This design comes from an exercise in tuning for small area on the open sky130 flow, not from production work. Only simulation tests tie the RTL to the original design; equivalence was not proved.

==> exp/ember <==
==> flow/design.v (excerpt) <==
module systolic_mm_array
#(
  parameter int N      = 8,
  parameter int DATA_W = 8,
  parameter int ACC_W  = 16
) (
  input  logic                clk,
  input  logic                rst,
  input  logic                w_valid,
  output logic                w_ready,
  input  logic [N*DATA_W-1:0] w_data,
  input  logic                in_valid,
  output logic                in_ready,
  input  logic [N*DATA_W-1:0] a_in,
  output logic                out_valid,
  output logic [N*ACC_W-1:0]  y_out,
  output logic                busy
);
Settings: LEC_CHECK=0, CAP_MARGIN=20, CORE_MARGIN=2, CORE_UTILIZATION=33, CTS_BUF_LIST=sky130_fd_sc_hd__clkbuf_8, CTS_CLUSTER_DIAMETER=60, CTS_CLUSTER_SIZE=16, PLACE_DENSITY=0.45, SLEW_MARGIN=20, SYNTH_HIERARCHICAL=1; clock period 7.0 ns.
run.sh (not shown) runs the stock make flow with config.mk's settings and CLKGATE_MAP_FILE= SYNTH_SCRIPT=/design/flow/synth_recipe.tcl, a recipe that flattens the netlist after the stock synthesis.
==> exp/zinc (differences from exp/ember) <==
==> flow/config.mk (replaced) <==
export PLATFORM = sky130hd
export DESIGN_NAME = systolic_mm_array
export DESIGN_NICKNAME = systolic_mm_array
export VERILOG_FILES = /design/flow/design.v
export SDC_FILE = /design/flow/constraint.sdc
export NUM_CORES = 4
export LEC_CHECK = 0
export CAP_MARGIN = 20
export CORE_MARGIN = 2
export CORE_UTILIZATION = 28
export PLACE_DENSITY = 0.38
export SLEW_MARGIN = 20
export SYNTH_HIERARCHICAL = 1
==> exp/onyx (differences from exp/ember) <==
--- a/flow/config.mk
+++ b/flow/config.mk
@@ -7,10 +7,10 @@
 export LEC_CHECK = 0
 export CAP_MARGIN = 20
 export CORE_MARGIN = 2
-export CORE_UTILIZATION = 33
+export CORE_UTILIZATION = 28
 export CTS_BUF_LIST = sky130_fd_sc_hd__clkbuf_8
-export CTS_CLUSTER_DIAMETER = 60
-export CTS_CLUSTER_SIZE = 16
-export PLACE_DENSITY = 0.45
+export CTS_CLUSTER_DIAMETER = 50
+export CTS_CLUSTER_SIZE = 14
+export PLACE_DENSITY = 0.38
 export SLEW_MARGIN = 20
 export SYNTH_HIERARCHICAL = 1
==> reports/results.ini <==
[outcome]
outcome = complete, no violations

[route]
dr_wl_met3_mm = 50.7

[floorplan]
start_util_pct = 28.1

[cells_and_area]
signal_buffers = 814
fillers = 48600

[worst_setup_path]
rr_endpoint = y_out[30]

[global_route]
grtUsageTotal_pct = 22.5

[sta]
setup_ws_ns = 0.347

That was exp/onyx.
==> reports/results.ini <==
[cells_and_area]
fillers = 40200
signal_buffers = 826

[outcome]
outcome = complete, no violations

[global_route]
grtUsageTotal_pct = 25.4

[route]
dr_wl_met3_mm = 49.4

[worst_setup_path]
rr_endpoint = y_out[44]
critical_path_buf_inv_count = 1

[floorplan]
start_util_pct = 33.1

That was exp/ember.
==> reports/results.ini <==
[outcome]
outcome = complete, no violations

[cells_and_area]
fillers = 48500
signal_buffers = 814

[worst_setup_path]
rr_endpoint = y_out[61]

[floorplan]
start_util_pct = 28.1

[route]
dr_wl_met3_mm = 49.7

[sta]
setup_ws_ns = 0.296

That was exp/zinc.

==> run a: inputs <==
systolic_mm_array again, from the RTL that the note above started with.
export LEC_CHECK = 0
export CAP_MARGIN = 20
export CORE_MARGIN = 2
export CORE_UTILIZATION = 28
export CTS_BUF_LIST = sky130_fd_sc_hd__clkbuf_16
export CTS_CLUSTER_DIAMETER = 60
export CTS_CLUSTER_SIZE = 16
export PLACE_DENSITY = 0.38
export SLEW_MARGIN = 20
export SYNTH_HIERARCHICAL = 1
create_clock -name core_clock -period 7.0 [get_ports {clk}]
==> inputs of run b, as changes to run a <==
--- a/flow/config.mk
+++ b/flow/config.mk
@@ -8,9 +8,6 @@
 export CAP_MARGIN = 20
 export CORE_MARGIN = 2
-export CORE_UTILIZATION = 28
-export CTS_BUF_LIST = sky130_fd_sc_hd__clkbuf_16
-export CTS_CLUSTER_DIAMETER = 60
-export CTS_CLUSTER_SIZE = 16
-export PLACE_DENSITY = 0.38
+export CORE_UTILIZATION = 33
+export PLACE_DENSITY = 0.45
 export SLEW_MARGIN = 20
 export SYNTH_HIERARCHICAL = 1
==> inputs of run c, as changes to run a <==
--- a/flow/config.mk
+++ b/flow/config.mk
@@ -8,9 +8,9 @@
 export CAP_MARGIN = 20
 export CORE_MARGIN = 2
-export CORE_UTILIZATION = 28
-export CTS_BUF_LIST = sky130_fd_sc_hd__clkbuf_16
+export CORE_UTILIZATION = 36
+export CTS_BUF_LIST = sky130_fd_sc_hd__clkbuf_8
 export CTS_CLUSTER_DIAMETER = 60
 export CTS_CLUSTER_SIZE = 16
-export PLACE_DENSITY = 0.38
+export PLACE_DENSITY = 0.5
 export SLEW_MARGIN = 20
 export SYNTH_HIERARCHICAL = 1
==> inputs of run d, as changes to run a <==
==> flow/config.mk (replaced) <==
export PLATFORM = sky130hd
export DESIGN_NAME = systolic_mm_array
export DESIGN_NICKNAME = systolic_mm_array
export VERILOG_FILES = /design/flow/design.v
export SDC_FILE = /design/flow/constraint.sdc
export NUM_CORES = 4
export LEC_CHECK = 0
export CAP_MARGIN = 10
export CORE_MARGIN = 2
export CORE_UTILIZATION = 28
export CTS_BUF_LIST = sky130_fd_sc_hd__clkbuf_4 sky130_fd_sc_hd__clkbuf_8
export CTS_CLUSTER_SIZE = 20
export PLACE_DENSITY = 0.38
export SLEW_MARGIN = 10
export SYNTH_HIERARCHICAL = 1
==> notes <==
- Against run b, the worst hold slack of run a is worse by 1.4 ps.
- In sequential cell count, run c and run a do not differ.
- Critical path depth is the same in run d and run a.
- Against run c, the die area of run b is larger by about 9%.
- Synthesized cell count is the same in run c and run a.
- First-iteration DRC count: run c > run b > run d > run a.

separate check: timing with driven ports:
How much do the figures lean on ideal ports? The routed layouts below were timed once more, with nothing changed but the port constraints.
Step 1: set_driving_cell puts a clkbuf_16 on clk and a buf_2 on each other input, an assumption about the parent block.
Step 2 times the ports against the registers' clock, not the clock port: input delays grow and output delays shrink by t, the midpoint of the rising clock arrivals with the driver on.
Slacks: no drivers / after step 1 / after step 2; pairs: no drivers / after step 1.
run | shift t [ns] | setup slack, ns | pins driven straight from the clock port
exp/ember | 1.195 | 0.302 / 0.302 / 0.302 | 1
exp/zinc | 1.043 | 0.296 / 0.296 / 0.296 | 1
exp/onyx | 1.210 | 0.347 / 0.347 / 0.347 | 1
run a | 1.046 | 0.389 / 0.389 / 0.389 | 1
run b | 1.034 | 0.337 / 0.337 / 0.337 | 1
run c | 1.175 | 0.306 / 0.306 / 0.306 | 1
run d | 1.230 | 0.287 / 0.287 / 0.287 | 1
After both steps setup and hold are still met in every run listed.
